Optimization exercise on an open flow, not production practice.
RTL: at most simulated, not proved equivalent.
Function not checked: run 9.
Power: default activity.

==> flow/run.sh <==
#!/bin/bash
# synth_recipe.tcl (not shown) runs the flow's synth.tcl, then flattens the netlist and writes it again
# the make line also repeats each setting of config.mk as NAME=value (left out here)
make -C /OpenROAD-flow-scripts/flow DESIGN_CONFIG=/design/flow/config.mk WORK_HOME=/design/flow/orfs CLKGATE_MAP_FILE= SYNTH_SCRIPT=/design/flow/synth_recipe.tcl finish
==> flow/config.mk <==
export PLATFORM = sky130hd
export DESIGN_NAME = powlib_ipmaxi_rd
export DESIGN_NICKNAME = powlib_ipmaxi_rd
export VERILOG_FILES = /design/flow/design.v
export SDC_FILE = /design/flow/constraint.sdc
export NUM_CORES = 4
export LEC_CHECK = 0
export CAP_MARGIN = 20
export CORE_MARGIN = 2
export CORE_UTILIZATION = 40
export SLEW_MARGIN = 20
==> flow/constraint.sdc <==
create_clock -name core_clock -period 10.0 [get_ports {clk}]
set_input_delay 2.0000 -clock core_clock [delete_from_list [all_inputs] [get_ports {clk}]]
set_output_delay 2.0000 -clock core_clock [all_outputs]
set_load 0.01 [all_outputs]
==> flow/design.v <==
module powlib_ipmaxi_rd #(
   parameter int MAX_BURST = 128,
   parameter     ID        = "IPMAXI_RD",
   parameter int EAR       = 0,
   parameter int EDBG      = 0,
   parameter int B_BPD     = 4,
   parameter int B_AW      = 32,
   localparam int B_DW     = 8*B_BPD
) (
   input  logic            clk,
   input  logic            rst,
   input  logic [B_AW-1:0] wraddr,
   input  logic [B_DW-1:0] wrdata,
   input  logic            wrvld,
   output logic            wrrdy,
   output logic            wrnf,
   output logic [B_AW-1:0] rdaddr,
   output logic [B_DW-1:0] rddata,
   output logic [1:0]      rdresp,
   output logic            rdvld,
   input  logic            rdrdy,
   output logic [B_AW-1:0] araddr,
   output logic [7:0]      arlen,
   output logic [2:0]      arsize,
   output logic [1:0]      arburst,
   output logic            arvalid,
   input  logic            arready,
   input  logic [B_DW-1:0] rdata,
   input  logic [1:0]      rresp,
   input  logic            rlast,
   input  logic            rvalid,
   output logic            rready
);
   localparam logic [7:0] PTAG = 8'(EAR) ^ 8'(EDBG) ^ 8'($bits(ID)) ^ 8'(MAX_BURST);
   logic unused_ptag_s;
   assign unused_ptag_s = ^PTAG;
   logic [29:0] hd_addr_q;
   logic [31:0] hd_len_q;
   logic        hd_vld_q;
   logic [29:0] fq_addr_q [7];
   logic [31:0] fq_len_q  [7];
   logic [2:0]  fq_cnt_q;
   logic [29:0] af_addr_q [4];
   logic [2:0]  af_cnt_q;
   logic [6:0]  boff_q;
   logic [6:0]  off_s;
   logic [7:0]  lim_s;
   logic [6:0]  lenm1_s;
   logic        zero_s, short_s, last_s, af_full_s;
   logic        arvalid_s, ar_hs_s, pop_s, push_s, push_hd_s, push_fq_s, fq_take_s;
   logic        beat_s, af_pop_s;
   logic [29:0] next_addr_s, fq_head_addr_s;
   logic [31:0] next_len_s, fq_head_len_s;
   logic [7:0]  lo_sum_s;
   assign off_s     = (&hd_addr_q[9:7]) ? hd_addr_q[6:0] : 7'd0;
   assign lim_s     = 8'd128 - {1'b0, off_s};
   assign zero_s    = (hd_len_q == 32'd0);
   assign short_s   = (hd_len_q[31:7] == 25'd0) && (hd_len_q[6:0] <= ~off_s) ;
   assign last_s    = (hd_len_q[31:8] == 24'd0) && (hd_len_q[7:0] <= lim_s);
   assign lenm1_s   = hd_len_q[6:0] - 7'd1;
   assign af_full_s = af_cnt_q[2];
   assign arvalid_s = hd_vld_q && !zero_s && !af_full_s;
   assign ar_hs_s   = arvalid_s && arready;
   assign pop_s     = hd_vld_q && (zero_s || (arready && !af_full_s && last_s));
   assign push_s    = wrvld && !(hd_vld_q && (fq_cnt_q == 3'd7));
   assign push_hd_s = push_s && (fq_cnt_q == 3'd0) && (!hd_vld_q || pop_s);
   assign push_fq_s = push_s && !push_hd_s;
   assign fq_take_s = pop_s && (fq_cnt_q != 3'd0);
   assign next_addr_s = (&hd_addr_q[9:7]) ? {hd_addr_q[29:10] + 20'd1, 10'd0}
                                          : {hd_addr_q[29:10], hd_addr_q[9:7] + 3'd1, hd_addr_q[6:0]};
   assign lo_sum_s    = {1'b0, hd_len_q[6:0]} + {1'b0, off_s};
   assign next_len_s  = {lo_sum_s[7] ? hd_len_q[31:7] : hd_len_q[31:7] - 25'd1, lo_sum_s[6:0]};
   assign fq_head_addr_s = fq_addr_q[fq_cnt_q - 3'd1];
   assign fq_head_len_s  = fq_len_q[fq_cnt_q - 3'd1];
   assign beat_s   = rvalid && rdrdy && (af_cnt_q != 3'd0);
   assign af_pop_s = beat_s && rlast;
   always_ff @(posedge clk or negedge rst) begin
      if (!rst) begin
         hd_vld_q <= 1'b0;
         fq_cnt_q <= 3'd0;
         af_cnt_q <= 3'd0;
         boff_q   <= 7'd0;
      end else begin
         if (push_hd_s) begin
            hd_vld_q <= 1'b1;
         end else if (pop_s && (fq_cnt_q == 3'd0)) begin
            hd_vld_q <= 1'b0;
         end
         case ({push_fq_s, fq_take_s})
            2'b10:   fq_cnt_q <= fq_cnt_q + 3'd1;
            2'b01:   fq_cnt_q <= fq_cnt_q - 3'd1;
            default: ;
         endcase
         case ({ar_hs_s, af_pop_s})
            2'b10:   af_cnt_q <= af_cnt_q + 3'd1;
            2'b01:   af_cnt_q <= af_cnt_q - 3'd1;
            default: ;
         endcase
         if (beat_s) begin
            boff_q <= rlast ? 7'd0 : boff_q + 7'd1;
         end
      end
   end
   always_ff @(posedge clk) begin
      if (fq_take_s) begin
         hd_addr_q <= fq_head_addr_s;
         hd_len_q  <= fq_head_len_s;
      end else if (push_hd_s) begin
         hd_addr_q <= wraddr[31:2];
         hd_len_q  <= wrdata;
      end else if (ar_hs_s) begin
         hd_addr_q <= next_addr_s;
         hd_len_q  <= next_len_s;
      end
   end
   always_ff @(posedge clk) begin
      if (push_fq_s) begin
         fq_addr_q[0] <= wraddr[31:2];
         fq_len_q[0]  <= wrdata;
         for (int i = 1; i < 7; i++) begin
            fq_addr_q[i] <= fq_addr_q[i-1];
            fq_len_q[i]  <= fq_len_q[i-1];
         end
      end
   end
   always_ff @(posedge clk) begin
      if (ar_hs_s) begin
         af_addr_q[0] <= hd_addr_q;
         for (int i = 1; i < 4; i++) begin
            af_addr_q[i] <= af_addr_q[i-1];
         end
      end
   end
   logic [29:0] af_head_s;
   assign af_head_s = af_addr_q[af_cnt_q[1:0] - 2'd1];
   assign wrrdy   = !(hd_vld_q && (fq_cnt_q == 3'd7));
   assign wrnf    = !hd_vld_q || (fq_cnt_q <= 3'd5);
   assign arvalid = arvalid_s;
   assign araddr  = {hd_addr_q, 2'b00};
   assign arlen   = {1'b0, short_s ? lenm1_s : ~off_s};
   assign arsize  = 3'd2;
   assign arburst = 2'b01;
   assign rdvld   = rvalid;
   assign rddata  = rdata;
   assign rdresp  = rresp;
   assign rready  = rdrdy;
   assign rdaddr  = {af_head_s[29:10], af_head_s[9:0] + {3'd0, boff_q}, 2'b00};
endmodule
==> results.cfg, run 1 <==
[synth]
synthAdderAreaFrac_pct = 2.16
synth_top_family_by_area = compound AO/OA/AOI/OAI gates
yosysUniqueCellTypes = 62
ys_seq_area_share_pct = 72.6
synth-simple-area-share_pct = 5.74
synth_top_area_cell = edfxtp_1
synth_top_area_share_pct = 71.3
syn_inst = 1662
ys_ff_latch = 630
netlist_area_sq_um = 26000
synthTopCellsByArea = edfxtp_1, a22oi_1, mux4_2
synth_ff_type = edfxtp_1
synthArstFlopShare_pct = 2.22
synth_xor_area_share_pct = 2.23
yosys_warnings = 4
synth-edff-count = 616
syn_avg_cell_area_sq_um = 15.6
synth_compound_area_share_pct = 10.9
synthMuxAreaShare_pct = 2.92

[timing]
timing.final.crit_share_pct = 64.4
min_period_ns = 6.44
fmax_ghz = 0.155
maxSlewHeadroom_pct = 23.6
drv_slew = 0
worst_pin_slew_ns = 1.14
skew_ns = 0.0218
hold_viol = 0
setup_ws_ns = 3.56
setup_violations = 0
rsz0062_at_grt = no
fin_setup_tns_ns = 0

[setup_path]
r2r_slack_ns = 4.01
cp-end-kind = output pin
cp_common_cell = ha_1
r2r-start = hd_addr_q[7]
cp_slowest_cell = clkdlybuf4s50_1
r2r_end = fq_len_q[6][23]
cp-start-kind = flop
required_ns = 8.00
worstSetupPathType = flop to output pin
cp.arrival_ns = 4.44
crit_chain = ha_2 > ha_1 > buf_4 > nand2_1 > inv_1 > ha_1 > a21oi_1 > o21ai_0 > a21o_1 > o32ai_1 > nand4_2 > mux2i_1 > clkdlybuf4s50_1
max_stage_delay_ns = 0.60
cp_max_fo = 28
r2r_cells = 19

[grt]
antenna_found_initial = 1
overflow = 0
grt_pass1_wl_mm = 90.3
grt_max_degree = 195
grt_pass1_vias = 15000
grtUsageTotal_pct = 17.4

[detailed_routing]
dr_wl_met2_mm = 26.9
post-route-drc-count = 0
dr_total_vias = 15100
drt_iter0_markers = 1560
wire_per_inst_um = 22.2
routed-wl-met3_mm = 4.36
drt-total-wl_mm = 59.1
viasPerCell = 5.66
ant_nets = 0
drt_pass1_iterations = 6
routed.top_layer = met5
wl_met1_mm = 26.8

[die]
die_w_um = 259
die-area_sq_um = 66900
core_area_sq_um = 64300
ioPinCount = 221
rows = 93
initial_core_util_pct = 40.3
die_h_um = 259

[run]
maxCapViolCount = 0

[clock_tree]
clk_latency_ns = 0.62
post_cts_resized = 0
clockBufferDepth = 3
hold_buffers = 0
clkSinkCount = 630
cts_tree = built
cts_inserted_buffers = 67
post_cts_buffers = 0
clk_pin_slew_ns = 0.06
root_buffer = clkbuf_16
htreeDepth = 3

[placement]
port-buffer-count = 140
dp_slack_ns = 3.50
hpwl_mm = 34.3
dp.cells = 2546
gp_congestion = 0.807

[status]
outcome = no timing/DRC/antenna violations

[worst_hold_path]
min_from = fq_len_q[0][7]
holdPathStages = 0
hold_path.class = flop to flop
holdPathEnd = fq_len_q[1][7]

[cells_and_area]
area_growth_pct = 15.9
stdcell_count = 2666
layout-drive-gt1-share_pct = 9.17
diodes = 0
fin_nets = 1910

[power_and_ir_drop]
total_leakage_power_nw = 10.0
vdd_drop_max_mv = 0.367
powerDensity_nw_per_um2 = 300
-- flip-flops by register name (all words and copies together) (netlist names) --
register and count:
hd_len_q 32, boff_q 7, hd_vld_q 1, fq_len_q 224, af_cnt_q 3, hd_addr_q 30
af_addr_q 120, fq_addr_q 210, fq_cnt_q 3
-- routing by layer --
| metal | vias to the layer above | track usage (%) |
|---|---|---|
| li1 | 6764 | - |
| met1 | 7679 | 25.4 |
| met2 | 580 | 26.6 |
| met3 | 77 | 3.83 |
| met4 | 2 | 4.58 |
| met5 | - | 0 |
-- stage by stage --
step | utilization (%) | power, mW | hold WS (ns) | area [sq um]
after floorplan | - | 5.83 | 0.421 | 26000
after global placement | 43.4 | 6.65 | 0.426 | 27900
after detailed placement | 43.4 | 6.71 | 0.428 | 27900
after CTS | 46.7 | 9.12 | 0.436 | 30000
after global routing | 46.7 | 9.52 | 0.437 | 30100
final | 46.7 | 9.03 | 0.439 | 30100
-- Yosys cell counts, types with 2 or more instances --
cell / number
a211oi_1: 9
a21o_1: 5
a21oi_1: 84
a22oi_1: 210
a31oi_1: 5
and2_1: 8
and3_1: 5
buf_1: 3
buf_2: 9
buf_4: 56
buf_6: 3
clkbuf_1: 66
conb_1: 2
dfrtp_1: 14
edfxtp_1: 616
fa_1: 3
ha_1: 40
inv_1: 31
mux2i_1: 7
mux4_2: 30
nand2_1: 43
nand2b_1: 11
nand3_1: 80
nand4_1: 30
nor2_1: 51
nor2b_1: 4
nor3_1: 12
nor4_1: 11
nor4_2: 2
o21ai_0: 80
o22ai_1: 23
o311ai_0: 2
o31ai_1: 4
or3_1: 8
or4_1: 4
xnor2_1: 34
xor2_1: 32
-- worst max-delay path: cells and delay by family, from the launching register on --
family / cells / cell delay (ns)
simple gates: 2 / 0.48
compound gates: 4 / 0.71
mux: 1 / 0.45
buf+inv: 3 / 1.11
fa+ha+maj: 3 / 0.66
flops: 1 / 0.40
-- layout make-up --
class	instances	area, sq um
sequential	630	18800
tap	855	1070
clock inverter	35	362
timing repair buffer	160	1600
fill	5494	34300
clock buffer	83	1740
inverter	32	126
multi-input combinational	871	6330
-- worst max path at each step --
stage	endpoint	cells after the start	start
floorplan	fq_addr_q[0][0]	16	hd_addr_q[8]
global placement	fq_len_q[0][21]	10	arready
detailed placement	fq_len_q[6][24]	10	arready
CTS	fq_len_q[6][24]	19	hd_addr_q[7]
global route	arlen[0]	13	hd_addr_q[7]
finish	arlen[0]	13	hd_addr_q[7]
-- layout by cell type (no fill, tap or decap), types with 23 or more instances in the layout --
master | Yosys | final
ha_1 | 40 | 39
o22ai_1 | 23 | 23
mux4_2 | 30 | 30
clkbuf_16 | 0 | 67
nor2_1 | 51 | 51
nand3_1 | 80 | 79
inv_1 | 31 | 29
a22oi_1 | 210 | 210
nand2_1 | 43 | 43
a21oi_1 | 84 | 84
nand4_1 | 30 | 30
xor2_1 | 32 | 32
edfxtp_1 | 616 | 616
o21ai_0 | 80 | 79
xnor2_1 | 34 | 34
clkdlybuf4s50_1 | 0 | 140
-- kinds of logic (layout without fill, tap and decap cells) --
logic type               after synthesis  in the layout
AO/OA/AOI/OAI                        432            432
multiplexers                          38             38
buffers and inverters                169            310
flip-flops                           630            630
AND/OR/NAND/NOR                      282            282
other                                  2             10
XOR/XNOR                              66             66
adder cells (fa/ha/maj)               43             43
-- report_power, final --
part	internal (mW)	total [mW]	switching (mW)	leakage, nW
clock	1.33	2.38	1.04	1.00
sequential	3.71	4.04	0.323	6.08
combinational	1.03	2.62	1.58	2.96
total	6.08	9.03	2.95	10.0
==> run 2: changes to the inputs <==
--- a/flow/config.mk
+++ b/flow/config.mk
@@ -9,3 +9,4 @@
 export CORE_MARGIN = 2
 export CORE_UTILIZATION = 40
+export CTS_BUF_LIST = sky130_fd_sc_hd__clkbuf_4
 export SLEW_MARGIN = 20
==> run 2 against run 1 <==
  * Final cell count rose by 5.9%
  * Sequential power barely moved
  * Synthesized area did not move
  * Non-clock buffer count did not move
  * Setup slack got worse by 0.37 ns
  * Clock power fell by 8%
  * Via count rose by 4.1%
  * Critical endpoint unchanged
==> results.cfg, run 2 <==
[setup_path]
cp_max_fo = 28
required_ns = 8.00
cp_common_cell = ha_1
worstSetupPathType = flop to output pin
cp.arrival_ns = 4.81
max_stage_delay_ns = 0.60
cp-start-kind = flop
cp-end-kind = output pin
crit_chain = ha_2 > ha_1 > buf_4 > nand2_1 > inv_1 > ha_1 > a21oi_1 > o21ai_0 > a21o_1 > o32ai_1 > nand4_2 > mux2i_1 > clkdlybuf4s50_1
cp_slowest_cell = clkdlybuf4s50_1

[detailed_routing]
drt-total-wl_mm = 60.4
routed-wl-met3_mm = 4.96
ant_nets = 0
viasPerCell = 5.57
wire_per_inst_um = 21.4
wl_met1_mm = 26.9
drt_iter0_markers = 1712
dr_wl_met2_mm = 27.3
post-route-drc-count = 0
drt_pass1_iterations = 5
dr_total_vias = 15700
routed.top_layer = met4

[synth]
synth_ff_type = edfxtp_1
syn_avg_cell_area_sq_um = 15.6
synthTopCellsByArea = edfxtp_1, a22oi_1, mux4_2
synthTopCellsByCount = edfxtp_1, a22oi_1, a21oi_1, nand3_1, o21ai_0
ys_seq_area_share_pct = 72.6
synth_most_common_cell = edfxtp_1
netlist_area_sq_um = 26000
yosys_warnings = 4
synth_top_area_share_pct = 71.3
ys_ff_latch = 630
synth_top_area_cell = edfxtp_1
yosysUniqueCellTypes = 62
synth-edff-count = 616
syn_inst = 1662
synthArstFlopShare_pct = 2.22

[power_and_ir_drop]
powerDensity_nw_per_um2 = 295
total_leakage_power_nw = 10.2
vdd_drop_max_mv = 0.372
p_total_mw = 8.86

[clock_tree]
cts_tree = built
clk_latency_ns = 1.00
post_cts_resized = 0
clockBufferDepth = 3
root_buffer = clkbuf_4
cts_inserted_buffers = 163
clkSinkCount = 630
htreeDepth = 4
hold_buffers = 0
clk_pin_slew_ns = 0.07
post_cts_buffers = 0

[die]
core_area_sq_um = 64300
die_h_um = 259
die-area_sq_um = 66900
ioPinCount = 221
rows = 93
initial_core_util_pct = 40.3
die_w_um = 259

[grt]
grt_pass1_wl_mm = 92.6
grt_pass1_vias = 15800
grt_max_degree = 195
overflow = 0
grtUsageTotal_pct = 18.1
antenna_found_initial = 2

[timing]
fmax_ghz = 0.147
fin_setup_tns_ns = 0
maxSlewHeadroom_pct = 23.8
rsz0062_at_grt = no
drv_slew = 0
setup_violations = 0
worst_pin_slew_ns = 1.13
hold_viol = 0
setup_ws_ns = 3.19
skew_ns = 0.0664
min_period_ns = 6.81
timing.final.crit_share_pct = 68.1

[placement]
gp_congestion = 0.807
placed_cell_area_sq_um = 27900
hpwl_mm = 34.3
port-buffer-count = 140
dp_slack_ns = 3.50

[cells_and_area]
final_common_cell = edfxtp_1
final_cell_mix = edfxtp_1, clkbuf_4, a22oi_1
layout-drive-gt1-share_pct = 16.7
largest_register_ff_count = 224
top_register = fq_len_q
finalInstanceArea_sq_um = 30000
reg_top3 = fq_len_q: 224 flops, fq_addr_q: 210 flops, af_addr_q: 120 flops
fin_nets = 2006
fillers = 5617
area_growth_pct = 15.6

[status]
outcome = no timing/DRC/antenna violations

[run]
maxCapViolCount = 0

[worst_hold_path]
hold_path.class = flop to flop
-- run 2: cell families after synthesis --
group	count (synthesis)	synth area share [%]
other	2	0.0289
buffers and inverters	169	3.38
AO/OA/AOI/OAI	432	10.9
AND/OR/NAND/NOR	282	5.74
multiplexers	38	2.92
flip-flops	630	72.6
adder cells (fa/ha/maj)	43	2.16
XOR/XNOR	66	2.23
-- run 2: per-layer routing --
layer / vias to the layer above / GRT usage, %
li1: 7059 / -
met1: 7890 / 25.5
met2: 665 / 26.6
met3: 100 / 4.90
met4: 0 / 7.03
met5: - / 0
-- run 2: worst max-delay path: cells and delay by family (launching register included) --
family | cells | cell delay [ns]
compound gates | 4 | 0.71
flops | 1 | 0.40
buf+inv | 3 | 1.12
mux | 1 | 0.43
fa+ha+maj | 3 | 0.67
simple gates | 2 | 0.49
-- run 2: worst paths after layout --
path                                    to            from  depth (start not counted)  slack (ns)
min                         fq_len_q[1][5]  fq_len_q[0][5]                          0        0.39
max                               arlen[0]    hd_addr_q[7]                         13        3.19
max reg2reg                fq_len_q[6][21]    hd_addr_q[7]                         20        3.67
max in group asynchronous      af_cnt_q[1]             rst                          1        8.02
min in group asynchronous        boff_q[5]             rst                          1        1.45
min reg2reg                 fq_len_q[1][5]  fq_len_q[0][5]                          0        0.39
-- run 2: through the flow --
step / util, % / std cells / hold WS [ns]
after CTS: 46.5 / 2813 / 0.384
final: 46.6 / 2822 / 0.393
after global routing: 46.6 / 2821 / 0.395
after floorplan: - / 1670 / 0.421
after detailed placement: 43.4 / 2546 / 0.428
after global placement: 43.4 / 2546 / 0.426
-- run 2: power by group --
group          switching (mW)  internal [mW]  total (mW)
registers               0.325           3.71        4.04
clock network            1.06           1.14        2.20
logic                    1.59           1.03        2.62
-- run 2: area by class of cell --
cell class              count  area, sq um  area share, %
inverters                  32          126          0.421
clock inverters            35          255          0.851
repair buffers            160         1610           5.36
multi-input cells         871         6330           21.1
clock buffers             232         1740           5.81
diodes                      7         17.5         0.0584
well taps                 855         1070           3.57
flip-flops and latches    630        18800           62.8
==> run 3: changes to the inputs <==
--- a/flow/config.mk
+++ b/flow/config.mk
@@ -8,5 +8,5 @@
 export CAP_MARGIN = 20
 export CORE_MARGIN = 2
-export CORE_UTILIZATION = 40
-export CTS_BUF_LIST = sky130_fd_sc_hd__clkbuf_4
+export CORE_UTILIZATION = 60
+export CTS_BUF_LIST = sky130_fd_sc_hd__clkbuf_8
 export SLEW_MARGIN = 20
==> run 3 against run 2 <==
  * Still clean
  * Critical path depth unchanged
  * Design area shrank 1.8%
  * Routed wire length decreased by 6.3%
  * First-iteration DRC count is 22% lower
  * Sequential power about the same
  * Setup slack improved by 0.30 ns
  * Final cell count shrank 13%
  * Largest power group unchanged
  * Highest routed layer is now met5
==> results.cfg, run 3 <==
[power_and_ir_drop]
powerDensity_nw_per_um2 = 294
vdd_drop_max_mv = 0.331
total_leakage_power_nw = 10.1

[run]
maxCapViolCount = 0

[grt]
grt_pass1_vias = 15000
grt_pass1_wl_mm = 86.2
antenna_found_initial = 7
grt_max_degree = 91
overflow = 0
grtUsageTotal_pct = 25.4

[setup_path]
cp_slowest_cell = clkdlybuf4s50_1
cp.arrival_ns = 4.51
max_stage_delay_ns = 0.60
cp-start-kind = flop
cp_common_cell = ha_1
required_ns = 8.00
worstSetupPathType = flop to output pin
crit_chain = ha_2 > ha_1 > buf_4 > nand2_1 > inv_1 > ha_1 > a21oi_1 > o21ai_0 > a21o_1 > o32ai_1 > nand4_2 > mux2i_1 > clkdlybuf4s50_1
cp-end-kind = output pin
cp_max_fo = 28

[synth]
syn_inst = 1662
synthTopCellsByArea = edfxtp_1, a22oi_1, mux4_2
synth_top_family_by_area = compound AO/OA/AOI/OAI gates
synth_top_area_share_pct = 71.3
synth_top_area_cell = edfxtp_1
synthMuxAreaShare_pct = 2.92
synth_most_common_cell = edfxtp_1
synthArstFlopShare_pct = 2.22
yosys_warnings = 4
synth_compound_area_share_pct = 10.9
synth_ff_type = edfxtp_1
synthAdderAreaFrac_pct = 2.16
netlist_area_sq_um = 26000
yosysUniqueCellTypes = 62
synth-edff-count = 616
ys_ff_latch = 630
synth_xor_area_share_pct = 2.23
ys_seq_area_share_pct = 72.6
synthTopCellsByCount = edfxtp_1, a22oi_1, a21oi_1, nand3_1, o21ai_0
synth-simple-area-share_pct = 5.74
syn_avg_cell_area_sq_um = 15.6

[die]
die_h_um = 212
initial_core_util_pct = 60.5
ioPinCount = 221
core_area_sq_um = 42900
die_w_um = 212
rows = 76
die-area_sq_um = 44900

[clock_tree]
root_buffer = clkbuf_8
hold_buffers = 0
post_cts_resized = 0
cts_tree = built
htreeDepth = 3
clkSinkCount = 630
clockBufferDepth = 3
cts_inserted_buffers = 99
post_cts_buffers = 0
clk_latency_ns = 0.68
clk_pin_slew_ns = 0.06

[timing]
setup_ws_ns = 3.49
skew_ns = 0.0254
fmax_ghz = 0.154
worst_pin_slew_ns = 1.08
rsz0062_at_grt = no
fin_setup_tns_ns = 0
timing.final.crit_share_pct = 65.1
min_period_ns = 6.51
maxSlewHeadroom_pct = 27.8
hold_viol = 0
drv_slew = 0
setup_violations = 0

[detailed_routing]
viasPerCell = 6.19
drt_iter0_markers = 1333
drt_pass1_iterations = 5
post-route-drc-count = 0
wire_per_inst_um = 23.1
drt-total-wl_mm = 56.6
dr_total_vias = 15200
ant_nets = 0

[cells_and_area]
fillers = 2985
final_cell_mix = edfxtp_1, a22oi_1, clkdlybuf4s50_1
reg_top3 = fq_len_q: 224 flops, fq_addr_q: 210 flops, af_addr_q: 120 flops
top_register = fq_len_q
fin_nets = 1941
post-route-util_pct = 68.7
layout-drive-gt1-share_pct = 11.0
largest_register_ff_count = 224
final_common_cell = edfxtp_1
area_growth_pct = 13.5

[placement]
dp_slack_ns = 4.19
hpwl_mm = 32.5
gp_congestion = 0.817
port-buffer-count = 140

[worst_hold_path]
hold_path.class = flop to flop

[status]
outcome = no timing/DRC/antenna violations
==> run 3: cell count changes in the layout (fill, tap and decap cells not counted), moves of 2 or more <==
cell / change
clkbuf_8: +105
diode_2: -5
clkinv_2: +12
clkbuf_4: -232
inv_6: -3
inv_1: +34
buf_16: -2
clkinv_4: -3
inv_2: -2
==> run 3: report_power, final <==
group	internal [mW]	switching [mW]	leakage (nW)
Clock	1.05	0.994	1.07
Combinational	1.02	1.57	2.94
Sequential	3.71	0.323	6.08
Total	5.78	2.89	10.1
==> run 3: worst max-delay path: cells and delay by family, from the launching register on <==
family                   cells  cell delay (ns)
AO/OA/AOI/OAI                4             0.71
buffers and inverters        3             1.10
AND/OR/NAND/NOR              2             0.50
adder cells (fa/ha/maj)      3             0.69
multiplexers                 1             0.36
flip-flops                   1             0.46
==> run 3: cells by family after synthesis <==
kind of cell	Yosys count
multiplexers	38
other	2
AO/OA/AOI/OAI	432
AND/OR/NAND/NOR	282
adder cells (fa/ha/maj)	43
buffers and inverters	169
flip-flops	630
XOR/XNOR	66
==> run 3: final cells by class <==
| cell class | count | area (sq um) | share of cell area [%] |
|---|---|---|---|
| clock buffers | 105 | 1450 | 4.91 |
| inverters | 32 | 126 | 0.429 |
| multi-input cells | 871 | 6340 | 21.5 |
| well taps | 585 | 732 | 2.49 |
| diodes | 2 | 5.00 | 0.0170 |
| repair buffers | 159 | 1560 | 5.30 |
| clock inverters | 73 | 390 | 1.33 |
| flip-flops and latches | 630 | 18800 | 64.0 |
==> run 3: metrics by stage <==
step                std cells  area, sq um  power (mW)  hold WS [ns]
floorplan                1670        26000        5.83         0.421
global placement         2276        27600        6.62         0.422
detailed placement       2276        27600        6.68         0.427
CTS                      2454        29400        8.74         0.441
global route             2455        29400        9.13         0.445
finish                   2457        29400        8.67         0.440
==> run 3: per-layer routing <==
metal  share of wire [%]  up-vias  GRT usage, %
met4                 2.8        8          9.40
met5               0.069        -             0
met3                 7.4      110          6.07
met1                  44     7677          36.3
li1                    -     6854             -
met2                  46      553          38.5
==> run 3: final timing paths <==
check	from	endpoint	slack, ns	depth (start not counted)
hold / removal	af_addr_q[1][11]	af_addr_q[2][11]	0.44	0
hold reg to reg	af_addr_q[1][11]	af_addr_q[2][11]	0.44	0
setup / recovery	hd_addr_q[7]	arlen[5]	3.49	13
min in group asynchronous	rst	fq_cnt_q[0]	1.78	1
setup reg to reg	hd_addr_q[7]	hd_addr_q[18]	4.61	17
max in group asynchronous	rst	af_cnt_q[1]	7.68	1
==> run 4: changes to the inputs <==
--- a/flow/config.mk
+++ b/flow/config.mk
@@ -10,3 +10,5 @@
 export CORE_UTILIZATION = 60
 export CTS_BUF_LIST = sky130_fd_sc_hd__clkbuf_8
+export CTS_CLUSTER_DIAMETER = 50
+export CTS_CLUSTER_SIZE = 16
 export SLEW_MARGIN = 20
==> run 4 against run 3 <==
  * Register-to-register slack about the same
  * Setup slack got worse by 0.012 ns
  * Routed wire length down 1.3%
==> results.cfg, run 4 <==
[status]
outcome = no timing/DRC/antenna violations

[die]
die_h_um = 212
rows = 76
initial_core_util_pct = 60.5
die-area_sq_um = 44900
die_w_um = 212
ioPinCount = 221
core_area_sq_um = 42900

[detailed_routing]
ant_nets = 0
dr_total_vias = 14900
wire_per_inst_um = 23.7
drt_pass1_iterations = 6
drt_iter0_markers = 1391
drt-total-wl_mm = 55.9
post-route-drc-count = 0
viasPerCell = 6.31

[clock_tree]
htreeDepth = 2
hold_buffers = 0
clk_latency_ns = 0.67
post_cts_buffers = 0
clk_pin_slew_ns = 0.09
cts_tree = built
clockBufferDepth = 3
cts_inserted_buffers = 51
root_buffer = clkbuf_8
post_cts_resized = 0
clkSinkCount = 630

[synth]
synthTopCellsByCount = edfxtp_1, a22oi_1, a21oi_1, nand3_1, o21ai_0
yosys_warnings = 4
synth_most_common_cell = edfxtp_1
synth_top_area_cell = edfxtp_1
ys_seq_area_share_pct = 72.6
yosysUniqueCellTypes = 62
ys_ff_latch = 630
synthTopCellsByArea = edfxtp_1, a22oi_1, mux4_2
syn_inst = 1662
synth_top_area_share_pct = 71.3
netlist_area_sq_um = 26000
syn_avg_cell_area_sq_um = 15.6
synth-edff-count = 616
synthArstFlopShare_pct = 2.22
synth_ff_type = edfxtp_1

[setup_path]
critPathBufInv = 3
r2r_end = hd_addr_q[8]
cp_common_cell = ha_1
worstSetupPathType = flop to output pin
cp-start-kind = flop
critical_path.top_delay_family = buffers and inverters
required_ns = 8.00
cp_slowest_cell = clkdlybuf4s50_1
r2r_slack_ns = 4.62
cp_max_fo = 28
max_stage_delay_ns = 0.60
crit_chain = ha_2 > ha_1 > buf_4 > nand2_1 > inv_1 > ha_1 > a21oi_1 > o21ai_0 > a21o_1 > o32ai_1 > nand4_2 > mux2i_1 > clkdlybuf4s50_1
r2r_cells = 16
cp.arrival_ns = 4.52
r2r-start = hd_addr_q[7]
cp-end-kind = output pin

[cells_and_area]
multi_input_area_sq_um = 6340
reg_top3 = fq_len_q: 224 flops, fq_addr_q: 210 flops, af_addr_q: 120 flops
fillers = 3018
fin_nets = 1893
area_growth_pct = 10.3
layout-drive-gt1-share_pct = 8.57
final_cell_mix = edfxtp_1, a22oi_1, clkdlybuf4s50_1
seq_area_sq_um = 18800
top_register = fq_len_q
final_common_cell = edfxtp_1
stdcell_count = 2362
largest_register_ff_count = 224

[grt]
grt_pass1_vias = 14400
grtUsageTotal_pct = 24.8
grt_pass1_wl_mm = 84.6
antenna_found_initial = 8
grt_max_degree = 91
overflow = 0

[timing]
hold_viol = 0
hold_ws_ns = 0.448
timing.final.crit_share_pct = 65.2
setup_ws_ns = 3.48
fin_setup_tns_ns = 0
maxSlewHeadroom_pct = 28.1
rsz0062_at_grt = no
setup_violations = 0
drv_slew = 0
skew_ns = 0.0330
worst_pin_slew_ns = 1.08
fmax_ghz = 0.153
min_period_ns = 6.52

[power_and_ir_drop]
total_leakage_power_nw = 9.55
vdd_drop_max_mv = 0.329
powerDensity_nw_per_um2 = 283

[placement]
hpwl_mm = 32.5
gp_congestion = 0.817
dp_slack_ns = 4.19
dp.cells = 2276
port-buffer-count = 140

[worst_hold_path]
holdPathStages = 0
holdPathEnd = af_addr_q[3][0]
min_from = af_addr_q[2][0]
hold_path.class = flop to flop

[run]
maxCapViolCount = 0
==> run 4: cell counts after synthesis <==
Identical to the previous run, type by type.
==> run 4: worst max path at each step <==
stage	startpoint	end	slack, ns	cells past startpoint
6_report	hd_addr_q[7]	arlen[5]	3.48	13
5_1_grt	hd_addr_q[7]	arlen[5]	3.21	13
4_1_cts	hd_addr_q[7]	arlen[5]	3.41	13
3_5_place_dp	hd_addr_q[7]	arlen[5]	4.19	13
3_3_place_gp	hd_addr_q[7]	arlen[6]	4.26	13
2_1_floorplan	hd_addr_q[8]	fq_addr_q[0][0]	0.002	16
==> run 4: through the flow <==
stage	instance area (sq um)	total power, mW	utilization [%]
floorplan	26000	5.83	-
global placement	27600	6.62	64.3
detailed placement	27600	6.68	64.3
CTS	28600	8.16	66.7
global route	28600	8.53	66.7
finish	28600	8.10	66.7
==> run 4: cell type report <==
type                    count  area share [%]
flip-flops and latches    630            65.9
repair buffers            159            5.45
diodes                      3          0.0262
multi-input cells         871            22.1
inverters                  32           0.441
clock buffers              53            2.55
clock inverters            29           0.988
well taps                 585            2.56
==> run 4: worst reg2reg max path: cells and delay by family, from the launching register on <==
| family | cells | cell delay (ns) |
|---|---|---|
| fa+ha+maj | 4 | 0.90 |
| xor+xnor | 1 | 0.14 |
| flops | 1 | 0.46 |
| compound gates | 2 | 1.08 |
| simple gates | 6 | 1.40 |
| buf+inv | 3 | 1.02 |
==> run 4: logic make-up after synthesis <==
| family | count (synthesis) | share of synthesized area, % |
|---|---|---|
| AO/OA/AOI/OAI | 432 | 10.9 |
| XOR/XNOR | 66 | 2.23 |
| multiplexers | 38 | 2.92 |
| other | 2 | 0.0289 |
| buffers and inverters | 169 | 3.38 |
| flip-flops | 630 | 72.6 |
| adder cells (fa/ha/maj) | 43 | 2.16 |
| AND/OR/NAND/NOR | 282 | 5.74 |
==> run 4: metal layers <==
metal	wire (um)	global-route usage (%)	share of wire, %
met3	4050	5.07	7.2
met4	1660	9.01	3.0
met5	34	0	0.061
met2	25500	37.8	46
met1	24700	36.0	44
==> run 4: report_power, final <==
part | internal, mW | switching (mW) | leakage (nW)
sequential | 3.71 | 0.323 | 6.08
combinational | 1.02 | 1.57 | 2.94
clock | 0.630 | 0.847 | 0.531
total | 5.36 | 2.74 | 9.55
==> run 5: changes to the inputs <==
--- a/flow/config.mk
+++ b/flow/config.mk
@@ -9,6 +9,6 @@
 export CORE_MARGIN = 2
 export CORE_UTILIZATION = 60
-export CTS_BUF_LIST = sky130_fd_sc_hd__clkbuf_8
+export CTS_BUF_LIST = sky130_fd_sc_hd__clkbuf_4
 export CTS_CLUSTER_DIAMETER = 50
-export CTS_CLUSTER_SIZE = 16
+export CTS_CLUSTER_SIZE = 10
 export SLEW_MARGIN = 20
==> run 5 against run 4 <==
  * Total power shrank 3.0%
  * Clock-buffer cell count grew 32
  * Clock skew grew 0.032 ns
  * Synthesized area is the same
  * Design area shrank 1.0%
  * Final cell count grew 0.42%
  * Worst hold slack lost 0.020 ns
  * Die area is the same
  * Critical path depth is the same
==> results.cfg, run 5 <==
[timing]
hold_viol = 0
min_period_ns = 6.73
worst_pin_slew_ns = 1.07
rsz0062_at_grt = no
skew_ns = 0.0648
fin_setup_tns_ns = 0
maxSlewHeadroom_pct = 28.6
hold_ws_ns = 0.428
drv_slew = 0
timing.final.crit_share_pct = 67.3
setup_violations = 0
fmax_ghz = 0.149

[synth]
synth_top_area_cell = edfxtp_1
synth_top_area_share_pct = 71.3
netlist_area_sq_um = 26000
ys_seq_area_share_pct = 72.6
yosysUniqueCellTypes = 62
synth-edff-count = 616
synth_most_common_cell = edfxtp_1
syn_inst = 1662
synthArstFlopShare_pct = 2.22
synthTopCellsByCount = edfxtp_1, a22oi_1, a21oi_1, nand3_1, o21ai_0
ys_ff_latch = 630
synthTopCellsByArea = edfxtp_1, a22oi_1, mux4_2
yosys_warnings = 4
synth_ff_type = edfxtp_1
syn_avg_cell_area_sq_um = 15.6

[clock_tree]
post_cts_buffers = 0
clk_pin_slew_ns = 0.10
root_buffer = clkbuf_4
cts_inserted_buffers = 73
clkSinkCount = 630
htreeDepth = 3
clk_latency_ns = 0.84
clockBufferDepth = 3
cts_tree = built
post_cts_resized = 0
hold_buffers = 0

[power_and_ir_drop]
vdd_drop_max_mv = 0.326
total_leakage_power_nw = 9.45
powerDensity_nw_per_um2 = 277

[grt]
overflow = 0
grt_pass1_vias = 14700
antenna_found_initial = 9
grt_max_degree = 91
grtUsageTotal_pct = 25.1
grt_pass1_wl_mm = 85.0

[setup_path]
cp-end-kind = output pin
r2r_end = hd_len_q[1]
r2r_cells = 16
r2r-start = hd_addr_q[7]
r2r_slack_ns = 4.58
cp.arrival_ns = 4.73
required_ns = 8.00
cp-start-kind = flop
worstSetupPathType = flop to output pin
cp_max_fo = 28

[status]
outcome = no timing/DRC/antenna violations

[cells_and_area]
reg_top3 = fq_len_q: 224 flops, fq_addr_q: 210 flops, af_addr_q: 120 flops
fin_nets = 1915
area_growth_pct = 9.16
top_register = fq_len_q
layout-drive-gt1-share_pct = 9.43
largest_register_ff_count = 224
final_common_cell = edfxtp_1
final_cell_mix = edfxtp_1, a22oi_1, clkdlybuf4s50_1

[detailed_routing]
drt-total-wl_mm = 56.0
post-route-drc-count = 0
viasPerCell = 6.31
drt_iter0_markers = 1298
dr_total_vias = 15000
drt_pass1_iterations = 5
ant_nets = 0
wire_per_inst_um = 23.6

[placement]
gp_congestion = 0.817
hpwl_mm = 32.5
port-buffer-count = 140

[worst_hold_path]
min_from = af_addr_q[1][16]
hold_path.class = flop to flop
holdPathStages = 0
holdPathEnd = af_addr_q[2][16]

[die]
die_h_um = 212
core_area_sq_um = 42900
initial_core_util_pct = 60.5
ioPinCount = 221
die_w_um = 212
rows = 76
die-area_sq_um = 44900

[run]
maxCapViolCount = 0
run 5: logic make-up after synthesis:
| family | Yosys count | share of synthesized area [%] |
|---|---|---|
| AO/OA/AOI/OAI | 432 | 10.9 |
| XOR/XNOR | 66 | 2.23 |
| multiplexers | 38 | 2.92 |
| adder cells (fa/ha/maj) | 43 | 2.16 |
| buffers and inverters | 169 | 3.38 |
| AND/OR/NAND/NOR | 282 | 5.74 |
| other | 2 | 0.0289 |
| flip-flops | 630 | 72.6 |
run 5: worst max path at each step:
stage	from	end	slack, ns	cells after the start
finish	hd_addr_q[7]	arlen[4]	3.27	13
global route	hd_addr_q[7]	arlen[5]	2.98	13
CTS	hd_addr_q[7]	arlen[5]	3.20	13
detailed placement	hd_addr_q[7]	arlen[5]	4.19	13
global placement	hd_addr_q[7]	arlen[6]	4.26	13
floorplan	hd_addr_q[8]	fq_addr_q[0][0]	0.002	16
run 5: cell type report:
cell class                      count  area [sq um]
Multi-Input combinational cell    871          6340
Clock inverter                      5          73.8
Timing Repair Buffer              159          1560
Antenna cell                        5          12.5
Tap cell                          585           732
Inverter                           32           126
Fill cell                        3075         14600
Clock buffer                       85           638
Sequential cell                   630         18800
run 5: metal layers:
layer  part of all wire (%)  GRT usage (%)
met1                     44           36.1
met2                     46           37.8
met3                    7.6           6.06
met4                    3.1           9.20
met5                  0.079              0
run 5: stage by stage:
step / setup WS [ns] / power (mW) / instance area, sq um / std cells / util (%)
after detailed placement: 4.19 / 6.68 / 27600 / 2276 / 64.3
final: 3.27 / 7.86 / 28300 / 2372 / 66.1
after CTS: 3.20 / 7.92 / 28300 / 2366 / 65.9
after global routing: 2.98 / 8.30 / 28300 / 2370 / 66.0
after global placement: 4.26 / 6.62 / 27600 / 2276 / 64.3
after floorplan: 0.00191 / 5.83 / 26000 / 1670 / -
run 5: power breakdown:
part	switching (mW)	internal, mW	total, mW
logic	1.57	1.02	2.59
registers	0.322	3.70	4.03
clock network	0.798	0.443	1.24
run 5: worst max-delay path, stage by stage, from the launching register on:
cell and delay [ns]:
edfxtp_1 0.47, ha_2 0.22, ha_1 0.14, buf_4 0.32, nand2_1 0.12, inv_1 0.19, ha_1 0.34, a21oi_1 0.19
o21ai_0 0.09, a21o_1 0.23, o32ai_1 0.22, nand4_2 0.39, mux2i_1 0.37, clkdlybuf4s50_1 0.60
==> run 6: changes to the inputs <==
==> flow/flow/run.sh (new file) <==
#!/bin/bash
set -euo pipefail
export BUFFER_PORTS_ARGS="-buffer_cell sky130_fd_sc_hd__buf_1"
bash standard.sh > standard_flow.log 2>&1
==> flow/standard.sh (new file) <==
#!/bin/bash
# synth_recipe.tcl (not shown) runs the flow's synth.tcl, then flattens the netlist and writes it again
# the make line also repeats each setting of config.mk as NAME=value (left out here)
make -C /OpenROAD-flow-scripts/flow DESIGN_CONFIG=/design/flow/config.mk WORK_HOME=/design/flow/orfs CLKGATE_MAP_FILE= SYNTH_SCRIPT=/design/flow/synth_recipe.tcl "${@:-finish}"
removed: flow/run.sh
==> run 6 against run 5 <==
  * Still clean on timing, DRC and antenna
  * Sequential cell count unchanged
  * Routed wire length down 0.58%
  * Register-to-register slack better by 0.05 ns
  * Critical path depth unchanged
  * Worst hold slack worse by 0.015 ns
  * Clock-buffer cell count up 4
  * Combinational power down 7%
  * Clock power up 3%
  * Synthesized cell count unchanged
  * Final cell count up 0.38%
  * Design area down 2.8%
  * Setup slack better by 0.58 ns
  * Highest routed layer unchanged
==> results.cfg, run 6 <==
[status]
outcome = no timing/DRC/antenna violations

[clock_tree]
cts_tree = built
post_cts_buffers = 0
clk_pin_slew_ns = 0.11
clockBufferDepth = 3
cts_inserted_buffers = 73
hold_buffers = 0
htreeDepth = 3
root_buffer = clkbuf_4
post_cts_resized = 0
clk_latency_ns = 0.85
clkSinkCount = 630

[cells_and_area]
stdcell_count = 2381
fin_nets = 1916
reg_top3 = fq_len_q: 224 flops, fq_addr_q: 210 flops, af_addr_q: 120 flops
largest_register_ff_count = 224
top_register = fq_len_q
layout-drive-gt1-share_pct = 9.64
fillers = 3176
area_growth_pct = 6.05
final_common_cell = edfxtp_1
post-route-util_pct = 64.2
final_cell_mix = edfxtp_1, a22oi_1, buf_1

[power_and_ir_drop]
total_leakage_power_nw = 9.09
swShare_pct = 34.7
comb_power_share_pct = 31.1
p_clk_share_pct = 16.6
powerDensity_nw_per_um2 = 281
p_total_mw = 7.72
vdd_drop_max_mv = 0.224
switchingPower_mw = 2.68
power_frac_seq_pct = 52.3
intPower_mw = 5.04

[synth]
synthTopCellsByCount = edfxtp_1, a22oi_1, a21oi_1, nand3_1, o21ai_0
ys_seq_area_share_pct = 72.6
syn_avg_cell_area_sq_um = 15.6
synth_ff_type = edfxtp_1
syn_inst = 1662
synth-edff-count = 616
synthArstFlopShare_pct = 2.22
yosys_warnings = 4
synth_top_area_cell = edfxtp_1
netlist_area_sq_um = 26000
synth_most_common_cell = edfxtp_1
synth_top_area_share_pct = 71.3
yosysUniqueCellTypes = 62
synthTopCellsByArea = edfxtp_1, a22oi_1, mux4_2
ys_ff_latch = 630

[detailed_routing]
drt_pass1_iterations = 5
ant_nets = 0
drt_iter0_markers = 1385
post-route-drc-count = 0
dr_total_vias = 14900
wire_per_inst_um = 23.4
drt-total-wl_mm = 55.7
viasPerCell = 6.28

[die]
ioPinCount = 221
rows = 76
die-area_sq_um = 44900
die_w_um = 212
die_h_um = 212
core_area_sq_um = 42900
initial_core_util_pct = 60.5

[timing]
setup_violations = 0
maxSlewHeadroom_pct = 29.5
worst_pin_slew_ns = 1.06
timing.final.crit_share_pct = 61.5
min_period_ns = 6.15
drv_slew = 0
fin_setup_tns_ns = 0
hold_viol = 0
fmax_ghz = 0.163
skew_ns = 0.0631
rsz0062_at_grt = no

[placement]
gp_congestion = 0.820
hpwl_mm = 32.4
port-buffer-count = 140
dp.cells = 2278

[grt]
grt_max_degree = 188
overflow = 0
grtUsageTotal_pct = 25.1
antenna_found_initial = 9
grt_pass1_wl_mm = 85.3
grt_pass1_vias = 14800

[setup_path]
endpoint = arlen[4]
cp.arrival_ns = 4.15
required_ns = 8.00
cp-start-kind = flop
startpoint = hd_addr_q[8]
r2r_end = fq_addr_q[2][13]
r2r-start = hd_addr_q[8]
cp_max_fo = 28
worstSetupPathType = flop to output pin
r2r_cells = 15
cp-end-kind = output pin
r2r_slack_ns = 4.63

[run]
maxCapViolCount = 0

[worst_hold_path]
hold_path.class = flop to flop
holdPathStages = 0
-- run 6: cell counts after synthesis --
No cell type changed its count.
-- run 6: area by class of cell --
cell class,count,area (sq um),area share (%)
antenna,11,27.5,0.100
multi-input combinational,871,6340,23.0
inverter,32,126,0.459
clock buffer,89,668,2.43
clock inverter,3,90.1,0.327
timing repair buffer,160,688,2.50
sequential,630,18800,68.5
tap,585,732,2.66
-- run 6: cells by family (layout without fill, tap and decap cells) --
logic type	Yosys count	count (layout)	synth area share, %
AO/OA/AOI/OAI	432	432	10.9
multiplexers	38	38	2.92
buffers and inverters	169	284	3.38
XOR/XNOR	66	66	2.23
flip-flops	630	630	72.6
adder cells (fa/ha/maj)	43	43	2.16
AND/OR/NAND/NOR	282	282	5.74
other	2	21	0.0289
-- run 6: power groups by stage --
stage	Sequential, mW	Clock [mW]	Combinational, mW
2_1_floorplan	4.06	0	1.76
3_3_place_gp	4.06	0	2.38
3_5_place_dp	4.09	0	2.41
4_1_cts	4.03	1.33	2.42
5_1_grt	4.11	1.43	2.67
6_report	4.04	1.28	2.40
-- run 6: per-stage QoR --
step | setup WS [ns] | hold slack (ns) | area, sq um
global route | 3.53 | 0.435 | 27500
floorplan | 0.00191 | 0.421 | 26000
CTS | 3.74 | 0.416 | 27500
global placement | 4.74 | 0.423 | 26700
finish | 3.85 | 0.413 | 27500
detailed placement | 4.68 | 0.426 | 26700
-- run 6: worst max-delay path: stages, from the launching register on --
cell	delay, ns
edfxtp_1	0.41
ha_2	0.18
ha_1	0.14
buf_4	0.32
nand2_1	0.12
inv_1	0.18
ha_1	0.33
a21oi_1	0.16
o21ai_0	0.08
a21o_1	0.23
o32ai_1	0.19
nand4_2	0.37
mux2i_1	0.39
buf_1	0.19
-- run 6: worst min path at each step --
stage	startpoint	endpoint	slack (ns)
final	fq_addr_q[5][15]	fq_addr_q[6][15]	0.41
after global routing	fq_addr_q[5][15]	fq_addr_q[6][15]	0.43
after CTS	fq_addr_q[5][15]	fq_addr_q[6][15]	0.42
after detailed placement	fq_len_q[0][3]	fq_len_q[1][3]	0.43
after global placement	fq_addr_q[0][18]	fq_addr_q[1][18]	0.42
after floorplan	af_addr_q[0][0]	af_addr_q[1][0]	0.42
-- run 6: routing by layer --
metal / global-route usage [%] / wire, um / vias to the layer above
met5: 0 / 13 / -
met4: 8.79 / 1630 / 2
met3: 5.58 / 4080 / 118
met2: 38.4 / 25700 / 539
met1: 36.0 / 24300 / 7509
li1: - / - / 6775
==> run 7: changes to the inputs <==
--- a/flow/config.mk
+++ b/flow/config.mk
@@ -10,5 +10,5 @@
 export CORE_UTILIZATION = 60
 export CTS_BUF_LIST = sky130_fd_sc_hd__clkbuf_4
-export CTS_CLUSTER_DIAMETER = 50
+export CTS_CLUSTER_DIAMETER = 40
 export CTS_CLUSTER_SIZE = 10
 export SLEW_MARGIN = 20
==> run 7 against run 6 <==
  * Routed wire length grew 0.57%
  * Largest power group unchanged
  * Maximum frequency is essentially flat
  * Core utilization grew 0.77 points
  * Sequential power hardly changed
==> results.cfg, run 7 <==
[setup_path]
required_ns = 8.00
cp-end-kind = output pin
r2r-start = hd_addr_q[8]
r2r_end = fq_addr_q[3][12]
r2r_cells = 15
cp-start-kind = flop
cp.arrival_ns = 4.15
cp_slowest_cell = edfxtp_1
cp_max_fo = 28
critical_path.top_delay_family = buffers and inverters
critPathBufInv = 3
cp_common_cell = ha_1
r2r_slack_ns = 4.61
max_stage_delay_ns = 0.42
worstSetupPathType = flop to output pin
crit_chain = ha_2 > ha_1 > buf_4 > nand2_1 > inv_1 > ha_1 > a21oi_1 > o21ai_0 > a21o_1 > o32ai_1 > nand4_2 > mux2i_1 > buf_1

[clock_tree]
root_buffer = clkbuf_4
clkSinkCount = 630
post_cts_resized = 0
post_cts_buffers = 0
cts_tree = built
clk_latency_ns = 0.82
htreeDepth = 3
hold_buffers = 0
cts_inserted_buffers = 86
clockBufferDepth = 3
clk_pin_slew_ns = 0.11

[placement]
gp_congestion = 0.820
hpwl_mm = 32.4
port-buffer-count = 140

[worst_hold_path]
hold_path.class = flop to flop
holdPathStages = 0
min_from = fq_len_q[1][8]
holdPathEnd = fq_len_q[2][8]

[power_and_ir_drop]
powerDensity_nw_per_um2 = 286
vdd_drop_max_mv = 0.234
total_leakage_power_nw = 9.24

[synth]
synthArstFlopShare_pct = 2.22
synth_top_area_share_pct = 71.3
ys_seq_area_share_pct = 72.6
yosys_warnings = 4
synth_top_area_cell = edfxtp_1
synth_most_common_cell = edfxtp_1
synthTopCellsByArea = edfxtp_1, a22oi_1, mux4_2
netlist_area_sq_um = 26000
syn_avg_cell_area_sq_um = 15.6
synthTopCellsByCount = edfxtp_1, a22oi_1, a21oi_1, nand3_1, o21ai_0
synth-edff-count = 616
syn_inst = 1662
synth_ff_type = edfxtp_1
yosysUniqueCellTypes = 62
ys_ff_latch = 630

[detailed_routing]
drt_pass1_iterations = 6
ant_nets = 0
wire_per_inst_um = 23.1
viasPerCell = 6.23
drt-total-wl_mm = 56.0
dr_total_vias = 15100
post-route-drc-count = 0
drt_iter0_markers = 1213

[timing]
min_period_ns = 6.15
setup_violations = 0
fmax_ghz = 0.163
timing.final.crit_share_pct = 61.5
skew_ns = 0.0519
hold_viol = 0
rsz0062_at_grt = no
drv_slew = 0
worst_pin_slew_ns = 1.09
maxSlewHeadroom_pct = 27.5
fin_setup_tns_ns = 0

[die]
initial_core_util_pct = 60.5
die_w_um = 212
core_area_sq_um = 42900
rows = 76
die-area_sq_um = 44900
die_h_um = 212
ioPinCount = 221

[grt]
overflow = 0
grtUsageTotal_pct = 25.0
grt_pass1_vias = 14900
grt_pass1_wl_mm = 85.2
antenna_found_initial = 9
grt_max_degree = 188

[cells_and_area]
fin_nets = 1929
largest_register_ff_count = 224
reg_top3 = fq_len_q: 224 flops, fq_addr_q: 210 flops, af_addr_q: 120 flops
final_cell_mix = edfxtp_1, a22oi_1, buf_1
post-route-util_pct = 64.9
area_growth_pct = 7.33
layout-drive-gt1-share_pct = 11.3
fillers = 3163
top_register = fq_len_q
final_common_cell = edfxtp_1

[run]
maxCapViolCount = 0

[status]
outcome = no timing/DRC/antenna violations
-- run 7: cell counts after synthesis --
No cell type changed its count.
-- run 7: worst max path at each step --
stage / from / to / slack (ns) / cells after the start
floorplan: hd_addr_q[8] / fq_addr_q[0][0] / 0.002 / 16
detailed placement: hd_addr_q[7] / arlen[3] / 4.68 / 13
finish: hd_addr_q[7] / arlen[3] / 3.85 / 13
global route: hd_addr_q[7] / arlen[4] / 3.56 / 13
global placement: hd_addr_q[7] / arlen[3] / 4.74 / 13
CTS: hd_addr_q[7] / arlen[3] / 3.75 / 13
-- run 7: area by class of cell --
class / instances / area (sq um) / area share (%)
Antenna cell: 9 / 22.5 / 0.0809
Clock inverter: 37 / 367 / 1.32
Timing Repair Buffer: 160 / 688 / 2.47
Multi-Input combinational cell: 871 / 6340 / 22.8
Inverter: 32 / 126 / 0.454
Tap cell: 585 / 732 / 2.63
Sequential cell: 630 / 18800 / 67.7
Clock buffer: 97 / 728 / 2.61
-- run 7: per-stage QoR --
stage | power [mW] | instances | hold WS [ns] | instance area (sq um) | setup WS [ns]
after global routing | 8.45 | 2418 | 0.437 | 27800 | 3.56
after CTS | 8.03 | 2412 | 0.408 | 27800 | 3.75
final | 7.96 | 2421 | 0.413 | 27900 | 3.85
after floorplan | 5.83 | 1670 | 0.421 | 26000 | 0.00191
after global placement | 6.44 | 2278 | 0.423 | 26700 | 4.74
after detailed placement | 6.50 | 2278 | 0.426 | 26700 | 4.68
-- run 7: layer usage --
metal  track usage (%)  vias up  wire [um]
li1                  -     6831          -
met1              36.0     7591      24300
met2              38.0      561      26100
met3              4.95       99       4110
met4              10.2        2       1460
met5                 0        -         13
-- run 7: report_power, final --
part,switching (mW),leakage (nW),internal (mW)
Clock,0.893,0.602,0.633
Combinational,1.55,2.56,0.848
Sequential,0.329,6.08,3.71
Total,2.78,9.24,5.19
-- run 7: cell families after synthesis --
| group | synth area share [%] |
|---|---|
| adder cells (fa/ha/maj) | 2.16 |
| flip-flops | 72.6 |
| other | 0.0289 |
| AND/OR/NAND/NOR | 5.74 |
| XOR/XNOR | 2.23 |
| AO/OA/AOI/OAI | 10.9 |
| multiplexers | 2.92 |
| buffers and inverters | 3.38 |
==> run 8: changes to the inputs <==
--- a/flow/config.mk
+++ b/flow/config.mk
@@ -10,5 +10,5 @@
 export CORE_UTILIZATION = 60
 export CTS_BUF_LIST = sky130_fd_sc_hd__clkbuf_4
-export CTS_CLUSTER_DIAMETER = 40
-export CTS_CLUSTER_SIZE = 10
+export CTS_CLUSTER_DIAMETER = 50
+export CTS_CLUSTER_SIZE = 8
 export SLEW_MARGIN = 20
==> run 8 against run 7 <==
  * Still clean
  * Sequential share of layout area up 0.84 points
  * Design area down 1.2%
  * Final cell count down 1.4%
  * Global-route usage about the same
  * Core utilization down 0.80 points
  * Clock power down 18%
  * Non-clock buffer count unchanged
  * Critical endpoint unchanged
  * Highest routed layer unchanged
==> results.cfg, run 8 <==
[synth]
yosysUniqueCellTypes = 62
synth_ff_type = edfxtp_1
synthTopCellsByArea = edfxtp_1, a22oi_1, mux4_2
netlist_area_sq_um = 26000
synth-edff-count = 616
synthTopCellsByCount = edfxtp_1, a22oi_1, a21oi_1, nand3_1, o21ai_0
synthArstFlopShare_pct = 2.22
syn_avg_cell_area_sq_um = 15.6
ys_ff_latch = 630
ys_seq_area_share_pct = 72.6
syn_inst = 1662
yosys_warnings = 4
synth_most_common_cell = edfxtp_1
synth_top_area_cell = edfxtp_1
synth_top_area_share_pct = 71.3

[cells_and_area]
fillers = 3185
area_growth_pct = 6.01
top_register = fq_len_q
stdcell_count = 2388
fin_nets = 1931
final_common_cell = edfxtp_1
largest_register_ff_count = 224
reg_top3 = fq_len_q: 224 flops, fq_addr_q: 210 flops, af_addr_q: 120 flops
final_cell_mix = edfxtp_1, a22oi_1, buf_1
finalInstanceArea_sq_um = 27500
layout-drive-gt1-share_pct = 10.1

[power_and_ir_drop]
p_clk_share_pct = 16.4
total_leakage_power_nw = 9.10
powerDensity_nw_per_um2 = 280
p_total_mw = 7.70
power_frac_seq_pct = 52.4
switchingPower_mw = 2.70
comb_power_share_pct = 31.2
vdd_drop_max_mv = 0.226
swShare_pct = 35.0
intPower_mw = 5.00

[die]
initial_core_util_pct = 60.5
core_area_sq_um = 42900
die_h_um = 212
rows = 76
die-area_sq_um = 44900
ioPinCount = 221
die_w_um = 212

[timing]
timing.final.crit_share_pct = 61.5
setup_violations = 0
maxSlewHeadroom_pct = 28.9
drv_slew = 0
min_period_ns = 6.15
hold_viol = 0
worst_pin_slew_ns = 1.07
fmax_ghz = 0.163
fin_setup_tns_ns = 0
rsz0062_at_grt = no
skew_ns = 0.0585

[detailed_routing]
post-route-drc-count = 0
viasPerCell = 6.29
drt_iter0_markers = 1413
drt-total-wl_mm = 55.5
dr_total_vias = 15000
drt_pass1_iterations = 5
ant_nets = 0
wire_per_inst_um = 23.3

[grt]
grt_pass1_vias = 14900
antenna_found_initial = 9
overflow = 0
grtUsageTotal_pct = 25.1
grt_max_degree = 188
grt_pass1_wl_mm = 85.3

[setup_path]
worstSetupPathType = flop to output pin
cp_slowest_cell = edfxtp_1
cp.arrival_ns = 4.15
cp-end-kind = output pin
required_ns = 8.00
cp_max_fo = 28
max_stage_delay_ns = 0.42
critPathBufInv = 3
crit_chain = ha_2 > ha_1 > buf_4 > nand2_1 > inv_1 > ha_1 > a21oi_1 > o21ai_0 > a21o_1 > o32ai_1 > nand4_2 > mux2i_1 > buf_1
cp_common_cell = ha_1
critical_path.top_delay_family = buffers and inverters
cp-start-kind = flop

[placement]
placed_cell_area_sq_um = 26700
gp_congestion = 0.820
port-buffer-count = 140
hpwl_mm = 32.4
dp.cells = 2278

[clock_tree]
htreeDepth = 3
clkSinkCount = 630
clk_pin_slew_ns = 0.10
clk_latency_ns = 0.84
cts_tree = built
root_buffer = clkbuf_4
hold_buffers = 0
clockBufferDepth = 3
cts_inserted_buffers = 88
post_cts_buffers = 0
post_cts_resized = 0

[run]
maxCapViolCount = 0

[worst_hold_path]
hold_path.class = flop to flop

[status]
outcome = no timing/DRC/antenna violations
[run 8: cell count changes in the layout (fill, tap and decap cells not counted)]
cell / before / now
clkinv_2: 9 / 0
bufinv_16: 6 / 0
inv_6: 2 / 0
clkinv_4: 3 / 1
diode_2: 9 / 8
clkinv_1: 8 / 0
inv_2: 1 / 4
clkinvlp_4: 10 / 2
[run 8: final cells by class]
| cell class | count | area (sq um) | area share [%] |
|---|---|---|---|
| Multi-Input combinational cell | 871 | 6340 | 23.0 |
| Clock inverter | 5 | 27.5 | 0.100 |
| Antenna cell | 8 | 20.0 | 0.0728 |
| Sequential cell | 630 | 18800 | 68.5 |
| Tap cell | 585 | 732 | 2.66 |
| Timing Repair Buffer | 160 | 688 | 2.50 |
| Clock buffer | 97 | 728 | 2.65 |
| Inverter | 32 | 126 | 0.459 |
[run 8: final timing paths]
kind                                start                to  slack, ns  depth (start not counted)
hold reg to reg            fq_len_q[0][2]    fq_len_q[1][2]       0.41                          0
setup reg to reg             hd_addr_q[8]  fq_addr_q[2][20]       4.66                         15
hold / removal             fq_len_q[0][2]    fq_len_q[1][2]       0.41                          0
max in group asynchronous             rst       af_cnt_q[1]       8.14                          1
setup / recovery             hd_addr_q[7]          arlen[3]       3.85                         13
min in group asynchronous             rst       af_cnt_q[0]       1.28                          1
[run 8: per-stage QoR]
stage                     utilization, %  setup WS, ns  hold WS (ns)
final                               64.2          3.85         0.408
after global routing                64.1          3.52         0.429
after CTS                           64.1          3.73         0.409
after detailed placement            62.3          4.68         0.426
after global placement              62.3          4.74         0.423
after floorplan                        -       0.00191         0.421
[run 8: worst register-to-register path, delay by kind of cell (launching register included)]
family / cells / cell delay [ns]
buf+inv: 4 / 1.76
compound gates: 2 / 0.74
simple gates: 6 / 1.11
fa+ha+maj: 3 / 0.68
flops: 1 / 0.45
[run 8: power groups by stage]
stage | combinational, mW | clock [mW] | sequential (mW)
detailed placement | 2.41 | 0 | 4.09
global placement | 2.38 | 0 | 4.06
CTS | 2.42 | 1.31 | 4.04
floorplan | 1.76 | 0 | 4.06
finish | 2.40 | 1.26 | 4.03
global route | 2.67 | 1.42 | 4.11
[run 8: cells by family (layout without fill, tap and decap cells)]
logic type | after synthesis | count (layout) | synth area share (%)
flip-flops | 630 | 630 | 72.6
AO/OA/AOI/OAI | 432 | 432 | 10.9
AND/OR/NAND/NOR | 282 | 282 | 5.74
buffers and inverters | 169 | 294 | 3.38
XOR/XNOR | 66 | 66 | 2.23
adder cells (fa/ha/maj) | 43 | 43 | 2.16
multiplexers | 38 | 38 | 2.92
other | 2 | 18 | 0.0289
[run 8: per-layer routing]
metal | GRT usage [%] | up-vias | part of all wire (%)
met1 | 36.1 | 7554 | 44
met5 | 0 | - | 0.049
li1 | - | 6807 | -
met2 | 38.1 | 553 | 46
met4 | 10.0 | 4 | 2.9
met3 | 4.99 | 102 | 7.3
==> run 9: changes to the inputs <==
--- a/flow/design.v
+++ b/flow/design.v
@@ -114,12 +114,13 @@
       end
    end
+   logic fq_ld_s, fq_hold_s;
+   assign fq_ld_s   = push_fq_s;
+   assign fq_hold_s = !wrvld || (hd_vld_q ? ((fq_cnt_q == 3'd7) || ((fq_cnt_q == 3'd0) && pop_s)) : 1'b1);
    always_ff @(posedge clk) begin
-      if (push_fq_s) begin
-         fq_addr_q[0] <= wraddr[31:2];
-         fq_len_q[0]  <= wrdata;
-         for (int i = 1; i < 7; i++) begin
-            fq_addr_q[i] <= fq_addr_q[i-1];
-            fq_len_q[i]  <= fq_len_q[i-1];
-         end
+      fq_addr_q[0] <= (wraddr[31:2] & {30{fq_ld_s}}) | (fq_addr_q[0] & {30{fq_hold_s}});
+      fq_len_q[0]  <= (wrdata & {32{fq_ld_s}}) | (fq_len_q[0] & {32{fq_hold_s}});
+      for (int i = 1; i < 7; i++) begin
+         fq_addr_q[i] <= (fq_addr_q[i-1] & {30{fq_ld_s}}) | (fq_addr_q[i] & {30{fq_hold_s}});
+         fq_len_q[i]  <= (fq_len_q[i-1] & {32{fq_ld_s}}) | (fq_len_q[i] & {32{fq_hold_s}});
       end
    end
==> run 9 against run 8 <==
  * Synthesized area up 3.2%
  * Sequential share of layout area decreased by 17 points
  * Maximum frequency down 6.7%
  * Still clean
  * Synthesized cell count rose by 39%
  * Total power rose by 24%
  * Final cell count rose by 24%
  * Setup slack got worse by 0.44 ns
  * Highest routed layer unchanged
==> results.cfg, run 9 <==
[status]
outcome = no timing/DRC/antenna violations

[setup_path]
cp.arrival_ns = 4.59
r2r-start = hd_addr_q[7]
startpoint = hd_addr_q[7]
cp-end-kind = output pin
max_stage_delay_ns = 0.85
worstSetupPathType = flop to output pin
cp_max_fo = 30
critical_path.top_delay_family = adder cells
crit_chain = ha_1 > ha_1 > nand2_1 > inv_1 > ha_1 > a21oi_1 > o21bai_1 > a21oi_1 > o21ai_0 > a211o_1 > mux2i_1 > buf_1
critPathBufInv = 2
cp-start-kind = flop
cp_slowest_cell = ha_1
required_ns = 8.00
cp_common_cell = ha_1

[cells_and_area]
final_cell_mix = a22o_1, dfxtp_1, edfxtp_1
top_register = fq_len_q
fin_nets = 2464
layout-drive-gt1-share_pct = 10.5
seq_area_sq_um = 14500
multi_input_area_sq_um = 11000
largest_register_ff_count = 224
area_growth_pct = 5.17
reg_top3 = fq_len_q: 224 flops, fq_addr_q: 210 flops, af_addr_q: 120 flops
fillers = 3601
post-route-util_pct = 63.8
final_common_cell = a22o_1

[clock_tree]
clkSinkCount = 630
cts_tree = built
clockBufferDepth = 3
clk_latency_ns = 0.85
cts_inserted_buffers = 89
post_cts_buffers = 0
clk_pin_slew_ns = 0.11
htreeDepth = 3
post_cts_resized = 0
root_buffer = clkbuf_4
hold_buffers = 0

[detailed_routing]
drt-total-wl_mm = 70.7
drt_iter0_markers = 2167
post-route-drc-count = 0
dr_total_vias = 19900
wire_per_inst_um = 23.9
ant_nets = 0
drt_pass1_iterations = 6
viasPerCell = 6.74

[grt]
overflow = 0
grt_pass1_wl_mm = 110
grt_max_degree = 247
antenna_found_initial = 3
grtUsageTotal_pct = 30.1
grt_pass1_vias = 18800

[synth]
synthTopCellsByCount = a22o_1, dfxtp_1, edfxtp_1, clkbuf_1, a22oi_1
synthTopCellsByArea = dfxtp_1, edfxtp_1, a22o_1
ys_ff_latch = 630
yosysUniqueCellTypes = 65
ys_seq_area_share_pct = 54.2
syn_avg_cell_area_sq_um = 11.6
netlist_area_sq_um = 26800
synth-edff-count = 182
yosys_warnings = 4
synth_top_area_cell = dfxtp_1
synth_top_area_share_pct = 32.5
synthArstFlopShare_pct = 2.22
synth_most_common_cell = a22o_1
synth_ff_type = dfxtp_1
syn_inst = 2312

[timing]
min_period_ns = 6.59
fin_setup_tns_ns = 0
fmax_ghz = 0.152
worst_pin_slew_ns = 1.23
rsz0062_at_grt = no
maxSlewHeadroom_pct = 17.9
drv_slew = 0
hold_ws_ns = 0.446
hold_viol = 0
setup_violations = 0
skew_ns = 0.0528
timing.final.crit_share_pct = 65.9

[placement]
gp_congestion = 0.943
hpwl_mm = 42.8
port-buffer-count = 140

[die]
core_area_sq_um = 44100
die_h_um = 215
die-area_sq_um = 46300
initial_core_util_pct = 60.7
ioPinCount = 221
die_w_um = 215
rows = 77

[power_and_ir_drop]
vdd_drop_max_mv = 0.259
total_leakage_power_nw = 10.5
powerDensity_nw_per_um2 = 338

[run]
maxCapViolCount = 0

[worst_hold_path]
min_from = af_addr_q[1][2]
hold_path.class = flop to flop
[run 9: cell count changes after synthesis, moves of 32 or more]
| cell | change |
|---|---|
| a22o_1 | +437 |
| dfxtp_1 | +434 |
| edfxtp_1 | -434 |
| clkbuf_1 | +77 |
| a22oi_1 | -70 |
| buf_2 | +53 |
| nor3_1 | +52 |
| o21ai_0 | -52 |
| a21oi_1 | -44 |
| a31oi_1 | +32 |
[run 9: cell families (layout without fill, tap and decap cells)]
family,Yosys count,count (layout),share of synthesized area [%]
xor gates and xnor gates,67,67,2.19
DFF,630,630,54.2
muxes,68,68,4.08
and+or+nand+nor,381,381,7.51
adders and majority gates,43,43,2.09
other,2,13,0.0281
AOI/OAI and AO/OA,827,827,24.8
buffers and inverters,294,332,5.11
[run 9: per-stage QoR]
step           setup slack (ns)  power (mW)  area (sq um)  std cells
3_5_place_dp               3.71        8.02         27100       2817
3_3_place_gp               3.77        7.93         27100       2817
5_1_grt                    3.04        10.1         28200       2952
2_1_floorplan              3.99        6.91         26800       2320
6_report                   3.41        9.52         28200       2953
4_1_cts                    3.38        9.50         28100       2950
[run 9: layout make-up]
type | instances | area share (%)
clock buffer | 127 | 3.39
timing repair buffer | 170 | 2.76
clock inverter | 6 | 0.222
multi-input combinational | 1396 | 39.1
tap | 592 | 2.63
inverter | 29 | 0.395
antenna | 3 | 0.0267
sequential | 630 | 51.5
[run 9: report_power, final]
group / leakage, nW / switching (mW) / internal, mW
sequential: 5.50 / 0.708 / 3.63
clock: 0.608 / 0.870 / 0.601
combinational: 4.37 / 2.19 / 1.53
total: 10.5 / 3.77 / 5.75
[run 9: final timing paths]
kind / end / slack [ns] / depth (start not counted)
worst max-delay path: arlen[1] / 3.41 / 12
worst min register to register: af_addr_q[2][2] / 0.45 / 0
max in group asynchronous: af_cnt_q[1] / 8.05 / 1
worst min-delay path: af_addr_q[2][2] / 0.45 / 0
worst max register to register: hd_len_q[2] / 3.65 / 18
min in group asynchronous: fq_cnt_q[2] / 1.28 / 1
[run 9: per-layer routing]
layer | vias up | global-route usage, % | wire length (um)
li1 | 9039 | - | -
met1 | 9884 | 45.2 | 32600
met2 | 860 | 43.0 | 30100
met3 | 112 | 7.40 | 6370
met4 | 2 | 8.76 | 1610
met5 | - | 0 | 16
